Source: an optimization exercise on an open RTL-to-GDS flow (aim: small area, a short achievable clock period and few clock cycles per item). Production flows keep margins and buffers that such runs may drop. Function was not checked in any run shown here: the RTL went through the layout flow alone.

--- flow/run.sh ---
#!/bin/bash
# synth_recipe.tcl (not shown) runs the flow's synth.tcl, then flattens the netlist and writes it again
# the make line also repeats each setting of config.mk as NAME=value (left out here)
make -C /OpenROAD-flow-scripts/flow DESIGN_CONFIG=/design/flow/config.mk WORK_HOME=/design/flow/orfs CLKGATE_MAP_FILE= SYNTH_SCRIPT=/design/flow/synth_recipe.tcl finish
--- flow/config.mk ---
export PLATFORM = sky130hd
export DESIGN_NAME = softsign_activation_top
export DESIGN_NICKNAME = softsign_activation_top
export VERILOG_FILES = /design/flow/design.v
export SDC_FILE = /design/flow/constraint.sdc
export NUM_CORES = 4
export LEC_CHECK = 0
export CAP_MARGIN = 20
export CORE_MARGIN = 2
export CORE_UTILIZATION = 40
export SLEW_MARGIN = 20
--- flow/constraint.sdc ---
create_clock -name core_clock -period 6.5 [get_ports {clk}]
set_input_delay 1.3000 -clock core_clock [delete_from_list [all_inputs] [get_ports {clk}]]
set_output_delay 1.3000 -clock core_clock [all_outputs]
set_load 0.01 [all_outputs]
--- flow/design.v ---
`timescale 1ns / 1ps
package ssa_pkg;
  localparam int SAMPLE_W   = 16;
  localparam int RESULT_W   = 16;
  localparam int CFG_ADDR_W = 3;
  localparam int CFG_DATA_W = 32;
  localparam logic REG_IDX_MODE = 1'b0;
  localparam int DEN_W      = 31;
  localparam int DIV_STEPS  = 15;
endpackage
`timescale 1ns / 1ps
module ssa_cfg (
  input  logic                           clk,
  input  logic                           rst_n,
  input  logic                           cfg_psel,
  input  logic                           cfg_penable,
  input  logic                           cfg_pwrite,
  input  logic [ssa_pkg::CFG_ADDR_W-1:0] cfg_paddr,
  input  logic [ssa_pkg::CFG_DATA_W-1:0] cfg_pwdata,
  output logic [ssa_pkg::CFG_DATA_W-1:0] cfg_prdata,
  output logic                           cfg_pready,
  output logic                           mode
);
  logic mode_r;
  logic mode_nxt;
  logic wr_en;
  logic reg_idx;
  assign cfg_pready = 1'b1;
  assign reg_idx    = cfg_paddr[2];
  assign wr_en      = cfg_psel && cfg_penable && cfg_pwrite && cfg_pready;
  always_comb begin
    mode_nxt = mode_r;
    if (wr_en && (reg_idx == ssa_pkg::REG_IDX_MODE)) begin
      mode_nxt = cfg_pwdata[0];
    end
  end
  always_ff @(posedge clk) begin
    if (!rst_n) begin
      mode_r <= 1'b0;
    end else begin
      mode_r <= mode_nxt;
    end
  end
  always_comb begin
    unique case (reg_idx)
      ssa_pkg::REG_IDX_MODE: cfg_prdata = {{(ssa_pkg::CFG_DATA_W-1){1'b0}}, mode_r};
      default:               cfg_prdata = '0;
    endcase
  end
  assign mode = mode_r;
endmodule
`timescale 1ns / 1ps
module ssa_front (
  input  logic                         clk,
  input  logic                         rst_n,
  input  logic                         adv,
  input  logic                         in_vld,
  input  logic [ssa_pkg::SAMPLE_W-1:0] sample,
  input  logic                         mode,
  output logic                         vld_o,
  output logic                         mode_o,
  output logic                         neg_o,
  output logic [16:0]                  rem_o,
  output logic [ssa_pkg::DEN_W-1:0]    den_o
);
  logic        v1, mode1, neg1;
  logic [15:0] m1;
  always_ff @(posedge clk) begin
    if (!rst_n) begin
      v1 <= 1'b0;
    end else if (adv) begin
      v1 <= in_vld;
    end
  end
  always_ff @(posedge clk) begin
    if (adv) begin
      mode1 <= mode;
      neg1  <= sample[15];
      m1    <= sample[15] ? 16'(-sample) : sample;
    end
  end
  logic [7:0]  dh;
  logic        v2, mode2, neg2;
  logic [14:0] p_hh;
  logic [15:0] p_hl;
  logic [15:0] p_ll;
  assign dh = m1[15:8] + 8'd1;
  always_ff @(posedge clk) begin
    if (!rst_n) begin
      v2 <= 1'b0;
    end else if (adv) begin
      v2 <= v1;
    end
  end
  always_ff @(posedge clk) begin
    if (adv) begin
      mode2 <= mode1;
      neg2  <= neg1;
      p_hh  <= 15'(dh * dh);
      p_hl  <= 16'(dh * m1[7:0]);
      p_ll  <= mode1 ? 16'(m1[7:0] * m1[7:0]) : m1;
    end
  end
  logic [ssa_pkg::DEN_W-1:0] dsq;
  logic [15:0]               dv;
  assign dsq = {p_hh, 16'd0} + {6'd0, p_hl, 9'd0} + {15'd0, p_ll};
  assign dv  = {p_ll[15:8] + 8'd1, p_ll[7:0]};
  always_ff @(posedge clk) begin
    if (!rst_n) begin
      vld_o <= 1'b0;
    end else if (adv) begin
      vld_o <= v2;
    end
  end
  always_ff @(posedge clk) begin
    if (adv) begin
      mode_o <= mode2;
      neg_o  <= neg2;
      den_o  <= mode2 ? dsq : {15'd0, dv};
      rem_o  <= mode2 ? 17'h1_0000 : {1'b0, p_ll};
    end
  end
endmodule
`timescale 1ns / 1ps
module ssa_div_stage #(
  parameter int RW = 17
) (
  input  logic [RW-1:0]               rem_i,
  input  logic [ssa_pkg::DEN_W-1:0]   den,
  output logic [RW:0]                 rem_o,
  output logic                        q
);
  logic [RW:0]   part;
  logic [RW+1:0] diff;
  logic          hi_zero;
  assign part = {rem_i, 1'b0};
  generate
    if (RW + 1 >= ssa_pkg::DEN_W) begin : g_full
      assign hi_zero = 1'b1;
      assign diff    = {1'b0, part} - {{(RW+2-ssa_pkg::DEN_W){1'b0}}, den};
    end else begin : g_part
      assign hi_zero = ~|den[ssa_pkg::DEN_W-1:RW+1];
      assign diff    = {1'b0, part} - {1'b0, den[RW:0]};
    end
  endgenerate
  assign q     = hi_zero & ~diff[RW+1];
  assign rem_o = q ? diff[RW:0] : part;
endmodule
`timescale 1ns / 1ps
module ssa_back (
  input  logic                         clk,
  input  logic                         rst_n,
  input  logic                         vld_i,
  input  logic                         mode_i,
  input  logic                         neg_i,
  input  logic [14:0]                  quo_i,
  output logic                         adv,
  output logic                         out_vld,
  input  logic                         out_rdy,
  output logic [ssa_pkg::RESULT_W-1:0] out_data
);
  logic                         ovld, svld;
  logic [ssa_pkg::RESULT_W-1:0] odata, sdata;
  logic [ssa_pkg::RESULT_W-1:0] res;
  logic                         pop, push;
  assign res  = (neg_i && !mode_i) ? 16'(-{1'b0, quo_i}) : {1'b0, quo_i};
  assign adv  = !(ovld && svld);
  assign pop  = ovld && out_rdy;
  assign push = adv && vld_i;
  always_ff @(posedge clk) begin
    if (!rst_n) begin
      ovld <= 1'b0;
      svld <= 1'b0;
    end else begin
      if (pop) begin
        ovld <= svld || push;
        svld <= 1'b0;
      end else if (push) begin
        ovld <= 1'b1;
        svld <= ovld;
      end
    end
  end
  always_ff @(posedge clk) begin
    if (pop && svld) begin
      odata <= sdata;
    end else if (push && (pop || !ovld)) begin
      odata <= res;
    end
    if (push && ovld && !pop) begin
      sdata <= res;
    end
  end
  assign out_vld  = ovld;
  assign out_data = odata;
endmodule
`timescale 1ns / 1ps
module softsign_activation_top (
  input  logic                           clk,
  input  logic                           rst_n,
  input  logic                           in_tvalid,
  output logic                           in_tready,
  input  logic [ssa_pkg::SAMPLE_W-1:0]   in_tdata,
  output logic                           out_tvalid,
  input  logic                           out_tready,
  output logic [ssa_pkg::RESULT_W-1:0]   out_tdata,
  input  logic                           cfg_psel,
  input  logic                           cfg_penable,
  input  logic                           cfg_pwrite,
  input  logic [ssa_pkg::CFG_ADDR_W-1:0] cfg_paddr,
  input  logic [ssa_pkg::CFG_DATA_W-1:0] cfg_pwdata,
  output logic [ssa_pkg::CFG_DATA_W-1:0] cfg_prdata,
  output logic                           cfg_pready
);
  localparam int STEPS_PER_REG = 1;
  localparam int NS  = ssa_pkg::DIV_STEPS;
  localparam int DW  = ssa_pkg::DEN_W;
  function automatic integer roff(input integer j);
    roff = 17 * j + (j * (j - 1)) / 2;
  endfunction
  function automatic integer qoff(input integer j);
    qoff = (j * (j - 1)) / 2;
  endfunction
  logic mode;
  logic adv;
  logic [NS:0]              vld_c, mode_c, neg_c;
  logic [roff(NS+1)-1:0]    rem_c;
  logic [(NS+1)*DW-1:0]     den_c;
  logic [qoff(NS+1)-1:0]    quo_c;
  assign in_tready = adv;
  ssa_cfg u_cfg (
    .clk         (clk),
    .rst_n       (rst_n),
    .cfg_psel    (cfg_psel),
    .cfg_penable (cfg_penable),
    .cfg_pwrite  (cfg_pwrite),
    .cfg_paddr   (cfg_paddr),
    .cfg_pwdata  (cfg_pwdata),
    .cfg_prdata  (cfg_prdata),
    .cfg_pready  (cfg_pready),
    .mode        (mode)
  );
  ssa_front u_front (
    .clk    (clk),
    .rst_n  (rst_n),
    .adv    (adv),
    .in_vld (in_tvalid),
    .sample (in_tdata),
    .mode   (mode),
    .vld_o  (vld_c[0]),
    .mode_o (mode_c[0]),
    .neg_o  (neg_c[0]),
    .rem_o  (rem_c[0 +: 17]),
    .den_o  (den_c[0 +: DW])
  );
  for (genvar j = 0; j < NS; j++) begin : g_step
    localparam int RW = 17 + j;
    logic [RW:0]   rem_n;
    logic          qb;
    logic [j:0]    quo_n;
    ssa_div_stage #(.RW(RW)) u_div (
      .rem_i (rem_c[roff(j) +: RW]),
      .den   (den_c[j*DW +: DW]),
      .rem_o (rem_n),
      .q     (qb)
    );
    if (j == 0) begin : g_q0
      assign quo_n = qb;
    end else begin : g_qn
      assign quo_n = {quo_c[qoff(j) +: j], qb};
    end
    if (((j + 1) % STEPS_PER_REG == 0) || (j == NS - 1)) begin : g_reg
      logic          vld_r, mode_r, neg_r;
      logic [RW:0]   rem_r;
      logic [DW-1:0] den_r;
      logic [j:0]    quo_r;
      always_ff @(posedge clk) begin
        if (!rst_n) begin
          vld_r <= 1'b0;
        end else if (adv) begin
          vld_r <= vld_c[j];
        end
      end
      always_ff @(posedge clk) begin
        if (adv) begin
          mode_r <= mode_c[j];
          neg_r  <= neg_c[j];
          rem_r  <= rem_n;
          den_r  <= den_c[j*DW +: DW];
          quo_r  <= quo_n;
        end
      end
      assign vld_c[j+1]                 = vld_r;
      assign mode_c[j+1]                = mode_r;
      assign neg_c[j+1]                 = neg_r;
      assign rem_c[roff(j+1) +: RW + 1] = rem_r;
      assign den_c[(j+1)*DW +: DW]      = den_r;
      assign quo_c[qoff(j+1) +: j + 1]  = quo_r;
    end else begin : g_comb
      assign vld_c[j+1]                 = vld_c[j];
      assign mode_c[j+1]                = mode_c[j];
      assign neg_c[j+1]                 = neg_c[j];
      assign rem_c[roff(j+1) +: RW + 1] = rem_n;
      assign den_c[(j+1)*DW +: DW]      = den_c[j*DW +: DW];
      assign quo_c[qoff(j+1) +: j + 1]  = quo_n;
    end
  end
  ssa_back u_back (
    .clk      (clk),
    .rst_n    (rst_n),
    .vld_i    (vld_c[NS]),
    .mode_i   (mode_c[NS]),
    .neg_i    (neg_c[NS]),
    .quo_i    (quo_c[qoff(NS) +: NS]),
    .adv      (adv),
    .out_vld  (out_tvalid),
    .out_rdy  (out_tready),
    .out_data (out_tdata)
  );
endmodule
==> results of run 1 <==
[Yosys cell counts, drive strengths merged, types with 9 or more instances]
library cell and count:
a211oi 26, a221oi 12, a41oi 16, and3 31
buf 59, nor4 27, a31o 9, nor2 251
or2 18, inv 602, dfxtp 21, a31oi 30
nand3 55, nor2b 104, o21a 52, mux2i 19
clkbuf 58, o31ai 31, nand2 324, mux2 214
a21oi 305, a211o 13, nand2b 70, xnor2 239
nor3 58, o2111ai 9, fa 99, edfxtp 1074
and2 76, xor2 133, a21o 152, o21ai 262
or3 23, a21boi 37, nand4 32, o211ai 20
ha 473, o21bai 34, o31a 16
[state kept, by name, indices dropped and copies added, names as in the netlist, 14 cells and up]
name	flops
g_step.g_reg.mode_r	15
u_back.odata	16
u_front.p_ll	16
g_step.g_reg.neg_r	15
u_front.m1	16
g_step.g_reg.vld_r	15
g_step.g_reg.den_r	434
g_step.g_reg.quo_r	120
g_step.g_reg.rem_r	343
u_front.rem_o	17
u_front.p_hh	14
u_front.den_o	31
u_back.sdata	16
u_front.p_hl	16
[kinds of logic (layout without fill, tap and decap cells)]
family	count (synthesis)	count (layout)
AO/OA/AOI/OAI	1079	1079
adder cells (fa/ha/maj)	572	572
flip-flops	1095	1095
AND/OR/NAND/NOR	1102	1102
buffers and inverters	722	909
XOR/XNOR	372	372
multiplexers	233	233
other	2	34
[cell type report]
type / count / area (sq um) / share of cell area
inverters: 605 / 2278 / 0.03317
flip-flops and latches: 1095 / 32670 / 0.4756
repair buffers: 89 / 853.3 / 0.01242
well taps: 2044 / 2557 / 0.03723
clock inverters: 77 / 863.3 / 0.01257
multi-input cells: 3392 / 26400 / 0.3843
clock buffers: 138 / 3070 / 0.04470
[per-stage QoR]
step / instances
after floorplan: 5209
after global placement: 7223
after detailed placement: 7223
after CTS: 7438
after global routing: 7440
final: 7440
[placed cells by master, fill, tap and decap left out, drive strengths merged, types with 20 or more instances in the layout]
cell type / synthesis / final
nand3: 55 / 55
nor2: 251 / 251
a21o: 152 / 152
and2: 76 / 76
o21bai: 34 / 34
inv: 602 / 604
nor2b: 104 / 104
o211ai: 20 / 20
a31oi: 30 / 30
conb: 2 / 34
xor2: 133 / 133
nor4: 27 / 27
dfxtp: 21 / 21
clkbuf: 58 / 138
or3: 23 / 23
and3: 31 / 31
a21boi: 37 / 37
a211oi: 26 / 26
nand2b: 70 / 70
o21ai: 262 / 262
nor3: 58 / 58
nand4: 32 / 32
ha: 473 / 473
o31ai: 31 / 31
nand2: 324 / 324
xnor2: 239 / 239
clkdlybuf4s50: 0 / 43
mux2: 214 / 214
buf: 59 / 46
o21a: 52 / 52
edfxtp: 1074 / 1074
fa: 99 / 99
a21oi: 305 / 305
clkinv: 3 / 55
[metal layers]
layer / up-vias / part of all wire / wire length [microns] / global-route usage
li1: 18820 / - / - / -
met1: 17540 / 0.39 / 42360 / 0.1429
met2: 420 / 0.54 / 57650 / 0.2678
met3: 238 / 0.026 / 2760 / 0.02249
met4: 0 / 0.042 / 4496 / 0.05866
met5: - / 0 / 0 / 0
[worst paths after layout]
kind	from	endpoint	slack, ps	cells after the start
worst max-delay path	u_front.m1[9]	u_front.p_hl[15]	880	22
worst min-delay path	g_step[6].g_reg.quo_r[6]	g_step[7].g_reg.quo_r[7]	370	0
worst max register to register	u_front.m1[9]	u_front.p_hl[15]	880	22
worst min register to register	g_step[6].g_reg.quo_r[6]	g_step[7].g_reg.quo_r[7]	370	0
==> impl_metrics.env, run 1 <==
export IMPL_run_status="timing/DRC/antenna clean"
export IMPL_ios=109
export IMPL_clock_sinks=1095
export IMPL_synth_seq_area_share=0.5287
export IMPL_arrival_ps=6060
export IMPL_final_util=0.4470
export IMPL_fillers=13890
export IMPL_wirelength_mm=107.3
export IMPL_die_w_microns=397.1
export IMPL_synth_xor_area_frac=0.05272
export IMPL_maxCapViolCount=0
export IMPL_finalNetCount=5933
export IMPL_syn_avg_cell_area_sq_um=11.94
export IMPL_netlist_instances=5177
export IMPL_netlist_top_cells_area="edfxtp_1 52%, ha_1 9.6%, inv_1 3.6%, mux2_2 3.5%, xnor2_1 3.4%"
export IMPL_synth_top_area_frac=0.5219
export IMPL_place_hpwl_mm=79.60
export IMPL_finalInstanceArea_sq_um=68690
export IMPL_synth_mux_area_frac=0.04207
export IMPL_finalCriticalPeriod_ps=5624
export IMPL_grt_max_degree=172
export IMPL_fin_setup_tns_ps=0
export IMPL_netlist_top_cell_by_area="edfxtp_1"
export IMPL_core_sq_um=153700
export IMPL_cts_resized=0
export IMPL_path_class="register to register"
export IMPL_crit_path_max_fanout=10
export IMPL_synth_adder_area_share=0.1278
export IMPL_h_tree_depth=3
export IMPL_rsz0062_at_grt="false"
export IMPL_endpoint_kind="register"
export IMPL_drtIter0Drc=1333
export IMPL_synth_distinct_cells=98
export IMPL_cts_tree="built"
export IMPL_crit_required_ps=6940
export IMPL_ctsHoldBuffers=0
export IMPL_port_buffers=43
export IMPL_synth_simple_area_share=0.08779
export IMPL_routed_via_density=4.975
export IMPL_drc=0
export IMPL_max_slew_margin_rel=0.3300
export IMPL_setup_viol=0
export IMPL_synth_area_sq_um=61800
export IMPL_diodes=0
export IMPL_dieArea_sq_um=157700
export IMPL_critical_path_top_delay_family="adder cells"
export IMPL_numCtsBuffers=120
export IMPL_whs_ps=373.4
export IMPL_antenna_found_initial=1
export IMPL_grt_overflow_total=0
export IMPL_cts_root_buffer="clkbuf_16"
export IMPL_gp_congestion=0.8844
export IMPL_area_delta_synth_final_pct=11.16
export IMPL_wl_per_cell_microns=14.42
export IMPL_grt_pass1_vias=38340
export IMPL_cp_start_kind="register"
export IMPL_fin_skew_ps=51.14
export IMPL_post_cts_buffers=0
export IMPL_worstPathCellList="ha_1 > xnor2_1 > buf_4 > clkinv_1 > buf_4 > nand2_1 > fa_1 > fa_1 > inv_1 > fa_1 > inv_1 > fa_1 > inv_1 > ha_1 > a21boi_0 > o21ai_0 > a21boi_0 > o21ai_0 > a21boi_0 > o21ai_0 > a21oi_1 > xnor2_1"
export IMPL_slowest_stage="fa_1"
export IMPL_die_h_microns=397.1
export IMPL_core_rowCount=144
export IMPL_synth_top_family_by_area="adder cells"
export IMPL_place_ws_ps=863.4
export IMPL_grt_pass1_wl_mm=180.3
export IMPL_synthArstFlopShare=0
export IMPL_clk_pin_slew_ps=60
export IMPL_first_pass_iters=5
export IMPL_cpMostUsedCell="fa_1"
export IMPL_ant_nets=0
export IMPL_ys_seq_elements=1095
export IMPL_insertion_delay_ps=740
export IMPL_ys_warn_count=4
export IMPL_start_util=0.4021
export IMPL_synth_edf_count=1074
export IMPL_finalCritPeriodShare=0.8653
export IMPL_synth_compound_area_frac=0.1137
export IMPL_vias=37020
export IMPL_min_path_type="register to register"
export IMPL_path_buf_inv=6
export IMPL_placed_area_sq_um=64710
export IMPL_fmax_mhz=177.8
export IMPL_final_layout_size_suffix_gt1_frac=0.08784
export IMPL_worst_pin_slew_ps=1004
export IMPL_ys_flop_type="edfxtp_1"
export IMPL_grt_total_usage=0.1372
export IMPL_hold_violations=0
export IMPL_fin_ws_ps=875.8
export IMPL_slew_violations=0
export IMPL_cts_path_max_buffers=3
export IMPL_cpPeakStageDelay_ps=550
==> run 2: changes to the inputs <==
--- a/flow/design.v
+++ b/flow/design.v
@@ -214,3 +214,3 @@
 );
-  localparam int STEPS_PER_REG = 1;
+  localparam int STEPS_PER_REG = 2;
   localparam int NS  = ssa_pkg::DIV_STEPS;
==> run 2 against run 1 <==
- synthesized area decreased by 23%
- synthesized cell count is 12% lower
- die area shrank 22%
- sequential share of layout area is 12 points lower
- via count down 11%
- still clean
- final cell count down 15%
- final area is 22% lower
- highest routed layer unchanged
- wire length decreased by 12%
- register-to-register slack got worse by 570 ps
==> impl_metrics.env, run 2 <==
export IMPL_run_status="timing/DRC/antenna clean"
export IMPL_routed_via_density=5.161
export IMPL_final_common_cell="edfxtp_1"
export IMPL_finalInstanceArea_sq_um=53740
export IMPL_post_cts_buffers=0
export IMPL_core_rowCount=126
export IMPL_netlist_top_cells_area="edfxtp_1 39%, ha_1 12%, mux2_2 5.7%, xnor2_1 4.7%, fa_1 3.9%"
export IMPL_dieArea_sq_um=122200
export IMPL_netlist_top_cell_by_area="edfxtp_1"
export IMPL_gp_congestion=0.8832
export IMPL_synth_most_common_cell="edfxtp_1"
export IMPL_path_class="register to register"
export IMPL_port_buffers=43
export IMPL_synth_adder_area_share=0.1630
export IMPL_core_sq_um=118200
export IMPL_crit_required_ps=6870
export IMPL_ys_seq_elements=640
export IMPL_min_path_type="register to register"
export IMPL_place_hpwl_mm=74.51
export IMPL_finalCritPeriodShare=0.9530
export IMPL_fmax_mhz=161.4
export IMPL_setup_viol=0
export IMPL_diodes=0
export IMPL_ys_warn_count=4
export IMPL_regMostFlops="g_step.g_reg.den_r"
export IMPL_grt_total_usage=0.1565
export IMPL_drtIter0Drc=1140
export IMPL_cts_tree="built"
export IMPL_drc=0
export IMPL_grt_max_degree=164
export IMPL_finalNetCount=5385
export IMPL_worst_pin_slew_ps=952.7
export IMPL_synth_xor_area_frac=0.06856
export IMPL_die_h_microns=349.6
export IMPL_grt_pass1_vias=33480
export IMPL_final_cell_mix="626 x edfxtp_1, 472 x ha_1, 441 x inv_1, 304 x a21oi_1, 279 x nor2_1"
export IMPL_clock_sinks=640
export IMPL_reg2reg_setup_slack_ps=310
export IMPL_synth_area_sq_um=47770
export IMPL_grt_pass1_wl_mm=160.2
export IMPL_max_slew_margin_rel=0.3645
export IMPL_insertion_delay_ps=640
export IMPL_cp_startpoint="g_step[3].g_reg.den_r[1]"
export IMPL_r2r_end="g_step[5].g_reg.rem_r[20]"
export IMPL_ys_flop_type="edfxtp_1"
export IMPL_cts_root_buffer="clkbuf_16"
export IMPL_start_util=0.4041
export IMPL_whs_ps=395.4
export IMPL_netlist_instances=4547
export IMPL_cts_path_max_buffers=3
export IMPL_rsz0062_at_grt="false"
export IMPL_fin_setup_tns_ps=0
export IMPL_synth_simple_area_share=0.1063
export IMPL_h_tree_depth=3
export IMPL_wirelength_mm=94.86
export IMPL_numCtsBuffers=75
export IMPL_crit_end="g_step[5].g_reg.rem_r[20]"
export IMPL_r2r_start="g_step[3].g_reg.den_r[1]"
export IMPL_synthArstFlopShare=0
export IMPL_antenna_found_initial=1
export IMPL_synth_common_cells="626 x edfxtp_1, 472 x ha_1, 442 x inv_1, 305 x a21oi_1, 280 x nor2_1"
export IMPL_synth_distinct_cells=86
export IMPL_first_pass_iters=5
export IMPL_synth_top_family_by_area="adder cells"
export IMPL_finalCriticalPeriod_ps=6195
export IMPL_maxCapViolCount=0
export IMPL_synth_compound_area_frac=0.1444
export IMPL_fin_skew_ps=28.48
export IMPL_clk_pin_slew_ps=60
export IMPL_synth_edf_count=626
export IMPL_arrival_ps=6570
export IMPL_largest_reg_flops=217
export IMPL_synth_seq_area_share=0.3993
export IMPL_synth_top_area_frac=0.3935
export IMPL_crit_path_max_fanout=11
export IMPL_placed_area_sq_um=51160
export IMPL_slew_violations=0
export IMPL_multi_input_area_sq_um=26590
export IMPL_cp_start_kind="register"
export IMPL_worstRegToRegCells=23
export IMPL_syn_avg_cell_area_sq_um=10.51
export IMPL_hold_violations=0
export IMPL_synth_mux_area_frac=0.06956
export IMPL_grt_overflow_total=0
export IMPL_area_delta_synth_final_pct=12.48
export IMPL_ant_nets=0
export IMPL_regArea_sq_um=19080
export IMPL_wl_per_cell_microns=14.92
export IMPL_die_w_microns=349.6
export IMPL_endpoint_kind="register"
export IMPL_ctsHoldBuffers=0
export IMPL_vias=32810
export IMPL_ios=109
export IMPL_final_layout_size_suffix_gt1_frac=0.1288
export IMPL_reg_top3="g_step.g_reg.den_r: 217 flops, g_step.g_reg.rem_r: 175 flops, g_step.g_reg.quo_r: 71 flops"
export IMPL_fillers=11050
[run 2: cell types whose count changed in the layout (fill, tap and decap cells not counted), sizes merged, moves of 16 or more]
cell | previous run | this run
edfxtp | 1074 | 626
xor2 | 133 | 115
o21ai | 262 | 228
xnor2 | 239 | 259
mux2 | 214 | 272
o21a | 52 | 78
nand2 | 324 | 252
nor2 | 251 | 281
clkbuf | 138 | 91
buf | 46 | 184
clkinv | 55 | 34
nor4 | 27 | 11
inv | 604 | 447
[run 2: what timing repair did]
item                                   CTS  global route
pin swaps                                0             3
setup endpoints to repair                6           140
endpoints found under the hold margin    0             0
resized for setup                        1            15
cloned                                   0             0
[run 2: cells by family after synthesis]
family,Yosys count
AOI/OAI and AO/OA,1069
xor gates and xnor gates,374
adders and majority gates,566
buffers and inverters,570
DFF,640
muxes,286
other,2
and+or+nand+nor,1040
[run 2: final cells by class]
cell class / count / area share
multi-input combinational: 3369 / 0.4948
sequential: 640 / 0.3550
clock buffer: 91 / 0.03742
timing repair buffer: 227 / 0.03611
tap: 1536 / 0.03576
inverter: 448 / 0.03143
clock inverter: 46 / 0.009453
[run 2: worst max-delay path, cell delays in order (launching register included)]
cell	delay (ps)
edfxtp_1	480
fa_1	500
nor2b_1	190
o31a_1	220
o41a_1	190
o31a_1	230
o211ai_2	150
o211a_1	300
o31ai_1	300
o2111a_1	280
buf_12	150
mux2_2	360
ha_1	290
buf_4	150
a21o_1	170
a221o_1	400
o221ai_1	260
a21oi_1	150
nand4_1	120
nand2_1	140
a311oi_1	360
o21bai_1	140
xnor2_1	140
mux2_2	260
[run 2: worst min-delay path by stage]
stage | start | endpoint | slack (ps) | cells after the start
2_1_floorplan | g_step[9].g_reg.mode_r | g_step[11].g_reg.mode_r | 400 | 0
3_3_place_gp | g_step[7].g_reg.quo_r[7] | g_step[9].g_reg.quo_r[9] | 400 | 0
3_5_place_dp | g_step[9].g_reg.quo_r[8] | g_step[11].g_reg.quo_r[10] | 400 | 0
4_1_cts | g_step[9].g_reg.neg_r | g_step[11].g_reg.neg_r | 390 | 0
5_1_grt | g_step[9].g_reg.neg_r | g_step[11].g_reg.neg_r | 410 | 0
6_report | g_step[3].g_reg.quo_r[3] | g_step[5].g_reg.quo_r[5] | 400 | 0
[run 2: per-layer routing]
| layer | up-vias | global-route usage | routed length (microns) |
|---|---|---|---|
| met1 | 15490 | 0.1835 | 41290 |
| met3 | 167 | 0.01961 | 2214 |
| met5 | - | 0 | 0 |
| met2 | 369 | 0.2956 | 48870 |
| met4 | 0 | 0.04645 | 2484 |
| li1 | 16780 | - | - |
[run 2: through the flow]
stage | util | setup WS [ps] | instances
floorplan | - | 708.4 | 4579
global placement | 0.4327 | 68.87 | 6220
detailed placement | 0.4327 | 6.281 | 6220
CTS | 0.4540 | 30.07 | 6357
global route | 0.4545 | 5.846 | 6357
finish | 0.4545 | 305.5 | 6357
==> run 3: changes to the inputs <==
--- a/flow/config.mk
+++ b/flow/config.mk
@@ -7,2 +7,3 @@
 export LEC_CHECK = 0
+export ABC_CLOCK_PERIOD_IN_PS = 3500
 export CAP_MARGIN = 20
@@ -10,2 +11,3 @@
 export CORE_UTILIZATION = 40
+export SETUP_SLACK_MARGIN = 3.0
 export SLEW_MARGIN = 20
==> run 3 against run 2 <==
- final area up 13%
- register-to-register slack better by 540 ps
- hold slack better by 9.7 ps
==> impl_metrics.env, run 3 <==
export IMPL_run_status="timing/DRC/antenna clean"
export IMPL_grt_pass1_vias=35200
export IMPL_cts_tree="built"
export IMPL_regMostFlops="g_step.g_reg.den_r"
export IMPL_r2r_start="g_step[11].g_reg.den_r[5]"
export IMPL_die_w_microns=349.6
export IMPL_grt_pass1_wl_mm=173.9
export IMPL_ant_nets=0
export IMPL_worstRegToRegCells=26
export IMPL_min_path_type="register to register"
export IMPL_synthArstFlopShare=0
export IMPL_routed_via_density=5.232
export IMPL_syn_avg_cell_area_sq_um=10.51
export IMPL_die_h_microns=349.6
export IMPL_cp_num_cells=26
export IMPL_finalNetCount=5669
export IMPL_placed_area_sq_um=51110
export IMPL_largest_reg_flops=217
export IMPL_hold_violations=0
export IMPL_start_util=0.4041
export IMPL_vias=34710
export IMPL_cts_path_max_buffers=3
export IMPL_place_hpwl_mm=73.74
export IMPL_drtIter0Drc=1327
export IMPL_reg_top3="g_step.g_reg.den_r: 217 flops, g_step.g_reg.rem_r: 175 flops, g_step.g_reg.quo_r: 71 flops"
export IMPL_synth_common_cells="626 x edfxtp_1, 472 x ha_1, 442 x inv_1, 305 x a21oi_1, 280 x nor2_1"
export IMPL_dieArea_sq_um=122200
export IMPL_h_tree_depth=3
export IMPL_insertion_delay_ps=630
export IMPL_port_buffers=43
export IMPL_netlist_instances=4547
export IMPL_final_layout_size_suffix_gt1_frac=0.2720
export IMPL_fillers=10250
export IMPL_fin_setup_tns_ps=0
export IMPL_ys_seq_elements=640
export IMPL_path_class="register to register"
export IMPL_r2r_end="g_step[13].g_reg.rem_r[4]"
export IMPL_ctsHoldBuffers=0
export IMPL_grt_overflow_total=0
export IMPL_rsz0062_at_grt="true"
export IMPL_ys_warn_count=4
export IMPL_max_slew_margin_rel=0.3603
export IMPL_netlist_top_cells_area="edfxtp_1 39%, ha_1 12%, mux2_2 5.7%, xnor2_1 4.7%, fa_1 3.9%"
export IMPL_finalInstanceArea_sq_um=60790
export IMPL_slowest_stage="or4_4"
export IMPL_ys_flop_type="edfxtp_1"
export IMPL_cpPeakStageDelay_ps=450
export IMPL_cts_root_buffer="clkbuf_16"
export IMPL_clock_sinks=640
export IMPL_synth_seq_area_share=0.3993
export IMPL_synth_distinct_cells=86
export IMPL_ios=109
export IMPL_finalCritPeriodShare=0.8692
export IMPL_worst_pin_slew_ps=959.5
export IMPL_synth_area_sq_um=47770
export IMPL_synth_most_common_cell="edfxtp_1"
export IMPL_diodes=0
export IMPL_grt_max_degree=188
export IMPL_wirelength_mm=108.6
export IMPL_path_buf_inv=7
export IMPL_drc=0
export IMPL_numCtsBuffers=76
export IMPL_core_rowCount=126
export IMPL_netlist_top_cell_by_area="edfxtp_1"
export IMPL_setup_viol=0
export IMPL_fmax_mhz=177.0
export IMPL_reg2reg_setup_slack_ps=850
export IMPL_maxCapViolCount=0
export IMPL_final_util=0.5142
export IMPL_finalCriticalPeriod_ps=5650
export IMPL_slew_violations=0
export IMPL_final_cell_mix="626 x edfxtp_1, 372 x inv_1, 367 x ha_1, 307 x buf_4, 245 x xnor2_1"
export IMPL_crit_path_max_fanout=8
export IMPL_crit_required_ps=6860
export IMPL_synth_edf_count=626
export IMPL_arrival_ps=6010
export IMPL_final_common_cell="edfxtp_1"
export IMPL_first_pass_iters=7
export IMPL_core_sq_um=118200
export IMPL_synth_top_area_frac=0.3935
export IMPL_endpoint_kind="register"
export IMPL_clk_pin_slew_ps=60
export IMPL_antenna_found_initial=0
export IMPL_gp_congestion=0.9093
export IMPL_cp_startpoint="g_step[11].g_reg.den_r[5]"
export IMPL_critical_path_top_delay_family="compound AO/OA/AOI/OAI gates"
export IMPL_grt_total_usage=0.1730
export IMPL_area_delta_synth_final_pct=27.25
export IMPL_cp_start_kind="register"
export IMPL_wl_per_cell_microns=16.37
export IMPL_fin_skew_ps=23.91
export IMPL_crit_end="g_step[13].g_reg.rem_r[4]"
-- run 3: logic make-up (layout without fill, tap and decap cells) --
logic type | count (synthesis) | count (layout) | synth area share
other | 2 | 34 | 0.0001572
AO/OA/AOI/OAI | 1069 | 1070 | 0.1444
AND/OR/NAND/NOR | 1040 | 1042 | 0.1063
XOR/XNOR | 374 | 374 | 0.06856
multiplexers | 286 | 286 | 0.06956
buffers and inverters | 570 | 1087 | 0.04871
adder cells (fa/ha/maj) | 566 | 566 | 0.1630
flip-flops | 640 | 640 | 0.3993
-- run 3: final cells by class --
class | count | area [sq um] | share of cell area
clock buffers | 98 | 2079 | 0.03421
clock inverters | 34 | 466.7 | 0.007677
inverters | 448 | 1769 | 0.02910
multi-input cells | 3372 | 30310 | 0.4986
flip-flops and latches | 640 | 19080 | 0.3138
well taps | 1536 | 1922 | 0.03161
repair buffers | 506 | 5162 | 0.08492
repair inverters | 1 | 5.005 | 0.00008232
-- run 3: worst min path at each step --
stage,cells past startpoint,slack [ps],from,to
6_report,0,410,g_step[3].g_reg.quo_r[1],g_step[5].g_reg.quo_r[3]
5_1_grt,0,420,g_step[13].g_reg.quo_r[7],g_step[14].g_reg.quo_r[8]
4_1_cts,0,410,g_step[3].g_reg.quo_r[1],g_step[5].g_reg.quo_r[3]
3_5_place_dp,0,400,g_step[9].g_reg.neg_r,g_step[11].g_reg.neg_r
3_3_place_gp,0,400,g_step[7].g_reg.quo_r[6],g_step[9].g_reg.quo_r[8]
2_1_floorplan,0,400,g_step[9].g_reg.mode_r,g_step[11].g_reg.mode_r
-- run 3: per-stage QoR --
step                      hold slack [ps]  worst slack, ps  instances
after CTS                           413.6            843.3       6534
final                               405.1            849.9       6635
after detailed placement            404.5            180.1       6094
after global placement              402.9            241.1       6094
after floorplan                     400.3             1228       4579
after global routing                419.9            634.5       6635
-- run 3: what timing repair did --
| action | in CTS | in global routing |
|---|---|---|
| resized for setup | 530 | 264 |
| setup endpoints to repair | 221 | 224 |
| pin swaps | 235 | 223 |
| cloned | 22 | 3 |
| setup buffers | 286 | 98 |
-- run 3: worst register-to-register path: cells and delay by family (launching register included) --
family / cells / cell delay, ps
compound gates: 14 / 2620
buf+inv: 7 / 790
mux: 2 / 630
fa+ha+maj: 2 / 550
simple gates: 1 / 450
flops: 1 / 370
-- run 3: routing by layer --
metal  track usage  vias to the layer above  wire length (microns)
met2        0.3353                      443                  58390
met5             0                        -                      0
li1              -                    17380                      -
met3       0.01813                      223                   2199
met4       0.06993                        0                   4619
met1        0.1907                    16660                  43400
==> run 4: changes to the inputs <==
--- a/flow/design.v
+++ b/flow/design.v
@@ -62,3 +62,3 @@
   output logic                         neg_o,
-  output logic [16:0]                  rem_o,
+  output logic [17:0]                  rem_o,
   output logic [ssa_pkg::DEN_W-1:0]    den_o
@@ -66,3 +66,4 @@
   logic        v1, mode1, neg1;
-  logic [15:0] m1;
+  logic [15:0] m1, d1;
+  assign m1 = sample[15] ? 16'(-sample) : sample;
   always_ff @(posedge clk) begin
@@ -78,6 +79,5 @@
       neg1  <= sample[15];
-      m1    <= sample[15] ? 16'(-sample) : sample;
+      d1    <= {m1[15:8] + 8'd1, m1[7:0]};
     end
   end
-  logic [7:0]  dh;
   logic        v2, mode2, neg2;
@@ -86,3 +86,2 @@
   logic [15:0] p_ll;
-  assign dh = m1[15:8] + 8'd1;
   always_ff @(posedge clk) begin
@@ -98,5 +97,5 @@
       neg2  <= neg1;
-      p_hh  <= 15'(dh * dh);
-      p_hl  <= 16'(dh * m1[7:0]);
-      p_ll  <= mode1 ? 16'(m1[7:0] * m1[7:0]) : m1;
+      p_hh  <= 15'(d1[15:8] * d1[15:8]);
+      p_hl  <= 16'(d1[15:8] * d1[7:0]);
+      p_ll  <= mode1 ? 16'(d1[7:0] * d1[7:0]) : d1;
     end
@@ -104,5 +103,3 @@
   logic [ssa_pkg::DEN_W-1:0] dsq;
-  logic [15:0]               dv;
   assign dsq = {p_hh, 16'd0} + {6'd0, p_hl, 9'd0} + {15'd0, p_ll};
-  assign dv  = {p_ll[15:8] + 8'd1, p_ll[7:0]};
   always_ff @(posedge clk) begin
@@ -118,4 +115,4 @@
       neg_o  <= neg2;
-      den_o  <= mode2 ? dsq : {15'd0, dv};
-      rem_o  <= mode2 ? 17'h1_0000 : {1'b0, p_ll};
+      den_o  <= mode2 ? dsq : {15'd0, p_ll};
+      rem_o  <= mode2 ? 18'h1_0000 : {2'b00, p_ll[15:8] - 8'd1, p_ll[7:0]};
     end
@@ -125,24 +122,24 @@
 module ssa_div_stage #(
-  parameter int RW = 17
+  parameter int RW = 18
 ) (
-  input  logic [RW-1:0]               rem_i,
-  input  logic [ssa_pkg::DEN_W-1:0]   den,
-  output logic [RW:0]                 rem_o,
-  output logic                        q
+  input  logic [RW-1:0]             rem_i,
+  input  logic [ssa_pkg::DEN_W-1:0] den,
+  output logic [RW:0]               rem_o,
+  output logic                      q
 );
-  logic [RW:0]   part;
-  logic [RW+1:0] diff;
-  logic          hi_zero;
-  assign part = {rem_i, 1'b0};
+  logic          act;
+  logic [RW:0]   op;
+  logic          sub;
   generate
-    if (RW + 1 >= ssa_pkg::DEN_W) begin : g_full
-      assign hi_zero = 1'b1;
-      assign diff    = {1'b0, part} - {{(RW+2-ssa_pkg::DEN_W){1'b0}}, den};
+    if (RW >= ssa_pkg::DEN_W) begin : g_full
+      assign act = 1'b1;
+      assign op  = (RW+1)'(den);
     end else begin : g_part
-      assign hi_zero = ~|den[ssa_pkg::DEN_W-1:RW+1];
-      assign diff    = {1'b0, part} - {1'b0, den[RW:0]};
+      assign act = ~|den[ssa_pkg::DEN_W-1:RW];
+      assign op  = {1'b0, den[RW-1:0]};
     end
   endgenerate
-  assign q     = hi_zero & ~diff[RW+1];
-  assign rem_o = q ? diff[RW:0] : part;
+  assign sub   = act & ~rem_i[RW-1];
+  assign rem_o = {rem_i, 1'b0} + ((sub ? ~op : (act ? op : '0))) + (RW+1)'(sub);
+  assign q     = act & ~rem_o[RW];
 endmodule
@@ -214,3 +211,3 @@
 );
-  localparam int STEPS_PER_REG = 2;
+  localparam int STEPS_PER_REG = 1;
   localparam int NS  = ssa_pkg::DIV_STEPS;
@@ -218,3 +215,3 @@
   function automatic integer roff(input integer j);
-    roff = 17 * j + (j * (j - 1)) / 2;
+    roff = 18 * j + (j * (j - 1)) / 2;
   endfunction
@@ -252,3 +249,3 @@
     .neg_o  (neg_c[0]),
-    .rem_o  (rem_c[0 +: 17]),
+    .rem_o  (rem_c[0 +: 18]),
     .den_o  (den_c[0 +: DW])
@@ -256,3 +253,3 @@
   for (genvar j = 0; j < NS; j++) begin : g_step
-    localparam int RW = 17 + j;
+    localparam int RW = 18 + j;
     logic [RW:0]   rem_n;
--- a/flow/config.mk
+++ b/flow/config.mk
@@ -7,3 +7,2 @@
 export LEC_CHECK = 0
-export ABC_CLOCK_PERIOD_IN_PS = 3500
 export CAP_MARGIN = 20
@@ -11,3 +10,2 @@
 export CORE_UTILIZATION = 40
-export SETUP_SLACK_MARGIN = 3.0
 export SLEW_MARGIN = 20
==> run 4 against run 3 <==
- fmax grew 6.7%
- synthesized cell count increased by 14%
- clock-buffer cell count increased by 43
- wire length increased by 11%
- worst setup slack improved by 360 ps
- largest cell class is now sequential cells
==> impl_metrics.env, run 4 <==
export IMPL_cp_startpoint="u_front.d1[4]"
export IMPL_fmax_mhz=188.9
export IMPL_ys_warn_count=4
export IMPL_finalInstanceArea_sq_um=69100
export IMPL_synth_mux_area_frac=0.006704
export IMPL_netlist_top_cells_area="edfxtp_1 52%, ha_1 9.5%, xor2_1 5.8%, xnor2_1 4.5%, fa_1 3.2%"
export IMPL_maxCapViolCount=0
export IMPL_antenna_found_initial=4
export IMPL_finalCritPeriodShare=0.8143
export IMPL_rsz0062_at_grt="false"
export IMPL_whs_ps=408.7
export IMPL_synth_adder_area_share=0.1276
export IMPL_synth_compound_area_frac=0.1048
export IMPL_routed_via_density=5.049
export IMPL_synth_top_area_frac=0.5241
export IMPL_synth_common_cells="1088 x edfxtp_1, 534 x nor2_1, 474 x ha_1, 416 x xor2_1, 325 x a21oi_1"
export IMPL_area_delta_synth_final_pct=10.85
export IMPL_path_class="register to register"
export IMPL_core_sq_um=154400
export IMPL_regMostFlops="g_step.g_reg.den_r"
export IMPL_crit_required_ps=7070
export IMPL_wirelength_mm=120.5
export IMPL_hp_start="g_step[12].g_reg.quo_r[3]"
export IMPL_final_cell_mix="1088 x edfxtp_1, 534 x nor2_1, 474 x ha_1, 416 x xor2_1, 325 x a21oi_1"
export IMPL_h_tree_depth=3
export IMPL_die_h_microns=398.8
export IMPL_synthArstFlopShare=0
export IMPL_wl_per_cell_microns=16.25
export IMPL_grt_pass1_vias=38280
export IMPL_final_layout_size_suffix_gt1_frac=0.05795
export IMPL_netlist_top_cell_by_area="edfxtp_1"
export IMPL_post_cts_buffers=0
export IMPL_drtIter0Drc=1478
export IMPL_start_util=0.4037
export IMPL_clk_pin_slew_ps=70
export IMPL_synth_distinct_cells=89
export IMPL_arrival_ps=5860
export IMPL_synth_edf_count=1088
export IMPL_finalNetCount=5899
export IMPL_largest_reg_flops=434
export IMPL_grt_overflow_total=0
export IMPL_ys_seq_elements=1109
export IMPL_placed_area_sq_um=65110
export IMPL_cp_start_kind="register"
export IMPL_cts_tree="built"
export IMPL_grt_pass1_wl_mm=196.2
export IMPL_finalCriticalPeriod_ps=5293
export IMPL_ios=109
export IMPL_syn_avg_cell_area_sq_um=12.02
export IMPL_port_buffers=43
export IMPL_clock_sinks=1109
export IMPL_numCtsBuffers=116
export IMPL_synth_seq_area_share=0.5309
export IMPL_synth_area_sq_um=62340
export IMPL_fin_skew_ps=34.94
export IMPL_grt_total_usage=0.1533
export IMPL_die_w_microns=398.8
export IMPL_slew_violations=0
export IMPL_dieArea_sq_um=159000
export IMPL_synth_top_family_by_area="adder cells"
export IMPL_cts_root_buffer="clkbuf_16"
export IMPL_max_slew_margin_rel=0.2468
export IMPL_place_hpwl_mm=90.53
export IMPL_reg_top3="g_step.g_reg.den_r: 434 flops, g_step.g_reg.rem_r: 357 flops, g_step.g_reg.quo_r: 120 flops"
export IMPL_ys_flop_type="edfxtp_1"
export IMPL_fin_setup_tns_ps=0
export IMPL_crit_path_max_fanout=18
export IMPL_worst_pin_slew_ps=1130
export IMPL_netlist_instances=5186
export IMPL_gp_congestion=0.8818
export IMPL_synth_xor_area_frac=0.1036
export IMPL_synth_most_common_cell="edfxtp_1"
export IMPL_grt_max_degree=169
export IMPL_min_path_type="register to register"
export IMPL_vias=37430
export IMPL_endpoint_kind="register"
export IMPL_ctsHoldBuffers=0
export IMPL_run_status="timing/DRC/antenna clean"
export IMPL_core_rowCount=144
export IMPL_synth_simple_area_share=0.1001
export IMPL_cts_path_max_buffers=3
export IMPL_cts_resized=0
export IMPL_final_common_cell="edfxtp_1"
export IMPL_insertion_delay_ps=740
export IMPL_drc=0
export IMPL_r2r_start="u_front.d1[4]"
export IMPL_hold_violations=0
export IMPL_ant_nets=0
export IMPL_setup_viol=0
export IMPL_first_pass_iters=7
-- run 4: cell count changes in the layout (fill, tap and decap cells not counted), moves of 76 or more --
cell / before / now
edfxtp_1: 626 / 1088
nor2_1: 235 / 534
xnor2_1: 245 / 321
xor2_1: 114 / 416
inv_1: 372 / 244
buf_4: 307 / 42
buf_6: 92 / 0
ha_1: 367 / 474
mux2_4: 180 / 0
a21oi_1: 242 / 325
ha_4: 85 / 0
-- run 4: worst max-delay path: stages, from the launching register on --
cell and delay (ps):
edfxtp_1 690, and2_1 320, fa_1 530, inv_1 50
fa_1 480, inv_1 70, fa_1 530, inv_1 50
fa_1 530, inv_1 50, ha_1 300, a21boi_0 250
o21ai_0 150, a21boi_0 340, o21bai_1 140, a21boi_0 330
nor4_1 80, a311oi_1 240
-- run 4: cells by family (layout without fill, tap and decap cells) --
logic type	count (synthesis)	count (layout)
AO/OA/AOI/OAI	1012	1012
flip-flops	1109	1109
multiplexers	38	38
other	2	35
AND/OR/NAND/NOR	1311	1311
buffers and inverters	402	553
adder cells (fa/ha/maj)	575	575
XOR/XNOR	737	737
-- run 4: per-stage QoR --
stage,cells,worst slack (ps),utilization
after floorplan,5216,1412,-
final,7414,1207,0.4475
after detailed placement,7192,1159,0.4217
after global placement,7192,1100,0.4217
after CTS,7411,1119,0.4475
after global routing,7412,820.0,0.4475
-- run 4: cell type report --
class | instances | area (sq um)
Fill cell | 13960 | 85310
Tap cell | 2044 | 2557
Antenna cell | 3 | 7.507
Timing Repair Buffer | 88 | 805.8
Multi-Input combinational cell | 3705 | 27720
Inverter | 246 | 930.9
Clock buffer | 141 | 3088
Clock inverter | 78 | 897.1
Sequential cell | 1109 | 33090
-- run 4: worst paths after layout --
kind / endpoint / slack [ps] / cells after the start
min: g_step[13].g_reg.quo_r[4] / 410 / 0
max reg2reg: u_front.p_hl[15] / 1210 / 17
max: u_front.p_hl[15] / 1210 / 17
min reg2reg: g_step[13].g_reg.quo_r[4] / 410 / 0
-- run 4: routing by layer --
metal / global-route usage / share of wire / vias up
li1: - / - / 18850
met1: 0.1715 / 0.41 / 17820
met2: 0.2905 / 0.53 / 541
met3: 0.02171 / 0.029 / 225
met4: 0.05957 / 0.039 / 0
met5: 0 / 0 / -
==> run 5: changes to the inputs <==
--- a/flow/design.v
+++ b/flow/design.v
@@ -211,3 +211,3 @@
 );
-  localparam int STEPS_PER_REG = 1;
+  localparam int STEPS_PER_REG = 2;
   localparam int NS  = ssa_pkg::DIV_STEPS;
==> run 5 against run 4 <==
- sequential cell count fell by 462
- fmax fell by 17%
- critical endpoint is now g_step[1].g_reg.rem_r[16]
- first-iteration DRC count up 13%
- highest routed layer unchanged
- critical path depth grew 15
- critical path type unchanged
- via count down 9.9%
- sequential share of layout area decreased by 13 points
==> impl_metrics.env, run 5 <==
export IMPL_crit_path_max_fanout=4
export IMPL_wl_per_cell_microns=16.37
export IMPL_wirelength_mm=108.4
export IMPL_slowest_stage="edfxtp_1"
export IMPL_synth_edf_count=633
export IMPL_diodes=0
export IMPL_first_pass_iters=5
export IMPL_rsz0062_at_grt="true"
export IMPL_netlist_instances=4686
export IMPL_final_cell_mix="633 x edfxtp_1, 536 x nor2_1, 470 x ha_1, 418 x xnor2_1, 315 x xor2_1"
export IMPL_ys_flop_type="edfxtp_1"
export IMPL_grt_max_degree=195
export IMPL_ios=109
export IMPL_routed_via_density=5.095
export IMPL_syn_avg_cell_area_sq_um=10.30
export IMPL_synthArstFlopShare=0
export IMPL_crit_required_ps=6890
export IMPL_largest_reg_flops=217
export IMPL_port_buffers=43
export IMPL_clock_sinks=647
export IMPL_ys_seq_elements=647
export IMPL_netlist_top_cells_area="edfxtp_1 39%, ha_1 12%, xnor2_1 7.7%, xor2_1 5.7%, nor2_1 4.2%"
export IMPL_drc=0
export IMPL_endpoint_kind="register"
export IMPL_hold_violations=0
export IMPL_synth_common_cells="633 x edfxtp_1, 541 x nor2_1, 473 x ha_1, 424 x xnor2_1, 316 x xor2_1"
export IMPL_synth_seq_area_share=0.3997
export IMPL_finalNetCount=5582
export IMPL_maxCapViolCount=0
export IMPL_groute_layer_met3_usage=0.01877
export IMPL_ys_warn_count=4
export IMPL_fillers=11340
export IMPL_min_path_type="register to register"
export IMPL_setup_viol=0
export IMPL_vias=33740
export IMPL_clk_pin_slew_ps=60
export IMPL_grt_pass1_vias=33220
export IMPL_ant_nets=0
export IMPL_path_class="register to register"
export IMPL_cp_start_kind="register"
export IMPL_grt_use_met2=0.3178
export IMPL_cpMostUsedCell="a21oi_2"
export IMPL_die_h_microns=351.3
export IMPL_start_util=0.4028
export IMPL_gp_congestion=0.8852
export IMPL_arrival_ps=6770
export IMPL_cts_path_max_buffers=3
export IMPL_h_tree_depth=3
export IMPL_worst_pin_slew_ps=1051
export IMPL_hp_start="g_step[1].g_reg.mode_r"
export IMPL_slew_violations=0
export IMPL_insertion_delay_ps=650
export IMPL_place_hpwl_mm=84.96
export IMPL_antenna_found_initial=2
export IMPL_core_sq_um=119800
export IMPL_ctsHoldBuffers=0
export IMPL_synth_distinct_cells=88
export IMPL_synth_most_common_cell="edfxtp_1"
export IMPL_grt_pass1_wl_mm=173.7
export IMPL_die_w_microns=351.3
export IMPL_final_layout_size_suffix_gt1_frac=0.1044
export IMPL_cts_root_buffer="clkbuf_16"
export IMPL_cpPeakStageDelay_ps=430
export IMPL_fmax_mhz=156.7
export IMPL_cts_tree="built"
export IMPL_finalCritPeriodShare=0.9816
export IMPL_core_rowCount=127
export IMPL_grt_total_usage=0.1755
export IMPL_netlist_top_cell_by_area="edfxtp_1"
export IMPL_drtIter0Drc=1671
export IMPL_final_util=0.4596
export IMPL_dieArea_sq_um=123400
export IMPL_finalCriticalPeriod_ps=6380
export IMPL_run_status="timing/DRC/antenna clean"
export IMPL_fin_setup_tns_ps=0
export IMPL_top_usage_layer="met2"
export IMPL_fin_skew_ps=22.48
export IMPL_max_slew_margin_rel=0.2990
export IMPL_final_common_cell="edfxtp_1"
export IMPL_cp_startpoint="u_front.den_o[30]"
export IMPL_whs_ps=411.9
export IMPL_grt_met1_usage=0.2190
export IMPL_regMostFlops="g_step.g_reg.den_r"
export IMPL_r2r_start="u_front.den_o[30]"
export IMPL_critical_path_top_delay_family="compound AO/OA/AOI/OAI gates"
export IMPL_synth_area_sq_um=48260
export IMPL_grt_overflow_total=0
export IMPL_area_delta_synth_final_pct=14.11
export IMPL_path_buf_inv=1
export IMPL_numCtsBuffers=74
export IMPL_reg_top3="g_step.g_reg.den_r: 217 flops, g_step.g_reg.rem_r: 182 flops, g_step.g_reg.quo_r: 71 flops"
export IMPL_synth_top_area_frac=0.3939
run 5: cell types whose count changed after synthesis, sizes merged, moves of 22 or more:
| cell | previous run | this run |
|---|---|---|
| nand2 | 234 | 256 |
| xor2 | 416 | 316 |
| xnor2 | 321 | 424 |
| and2 | 115 | 84 |
| inv | 245 | 273 |
| edfxtp | 1088 | 633 |
run 5: timing repair:
item,CTS,global route
resized for setup,8,67
hold endpoints to repair,0,0
pin swaps,6,15
setup buffers,5,16
endpoints found under the setup margin,9,57
run 5: metal layers:
layer  vias up  wire (microns)
li1      17070               -
met1     16110           47880
met2       421           54820
met3       149            2759
met4         0            2929
met5         -               0
run 5: final timing paths:
| path | to | slack [ps] | depth (start not counted) |
|---|---|---|---|
| setup / recovery | g_step[1].g_reg.rem_r[16] | 120 | 32 |
| hold / removal | g_step[3].g_reg.mode_r | 410 | 0 |
| setup reg to reg | g_step[1].g_reg.rem_r[16] | 120 | 32 |
| hold reg to reg | g_step[3].g_reg.mode_r | 410 | 0 |
run 5: cells by family after synthesis:
| group | synth area share |
|---|---|
| compound gates | 0.1315 |
| fa+ha+maj | 0.1645 |
| xor+xnor | 0.1343 |
| mux | 0.008634 |
| other cells | 0.0001556 |
| simple gates | 0.1253 |
| buf+inv | 0.03578 |
| flops | 0.3997 |
run 5: area by class of cell:
cell class	count	area, sq um	share of cell area
repair buffers	306	2452	0.04454
multi-input cells	3648	27800	0.5049
inverters	273	1032	0.01875
flip-flops and latches	647	19290	0.3503
clock inverters	52	555.5	0.01009
clock buffers	85	1914	0.03477
well taps	1612	2017	0.03663
run 5: stage by stage:
step | setup slack, ps | cell area (sq um) | instances
2_1_floorplan | 19.42 | 48510 | 4716
3_3_place_gp | -232.4 | 52110 | 6465
3_5_place_dp | -226.3 | 52110 | 6465
4_1_cts | -1.037 | 54660 | 6607
5_1_grt | -284.2 | 55060 | 6623
6_report | 119.6 | 55060 | 6623

==> afterwards: timing with drivers on the ports <==
The flow's constraints put no driver on any port. The routed layouts listed below were extracted and timed again, unchanged, in two steps. Step 1: set_driving_cell puts a clkbuf_16 on clk and a buf_2 on each other input, an assumption about the parent block. Step 2 times the ports against the registers' clock, not the clock port: input delays grow and output delays shrink by t, the midpoint of the rising clock arrivals with the driver on. Three values: ideal, step 1, step 2; two values: the first two.
run | t (ns) | setup slack, ns | worst setup path after step 2 | worst register clock-pin slew, ns | worst slew at a driven data input, ns
run 1 | 0.782 | 0.876 / 0.876 / 0.876 | register to register | 0.06 / 0.06 | 0.04
run 2 | 0.690 | 0.305 / 0.305 / 0.305 | register to register | 0.06 / 0.06 | 0.07
run 3 | 0.688 | 0.850 / 0.850 / 0.850 | register to register | 0.06 / 0.06 | 0.05
run 4 | 0.798 | 1.207 / 1.207 / 1.207 | register to register | 0.07 / 0.07 | 0.03
run 5 | 0.706 | 0.120 / 0.120 / 0.120 | register to register | 0.07 / 0.07 | 0.09
After both steps every run listed still meets setup and hold.
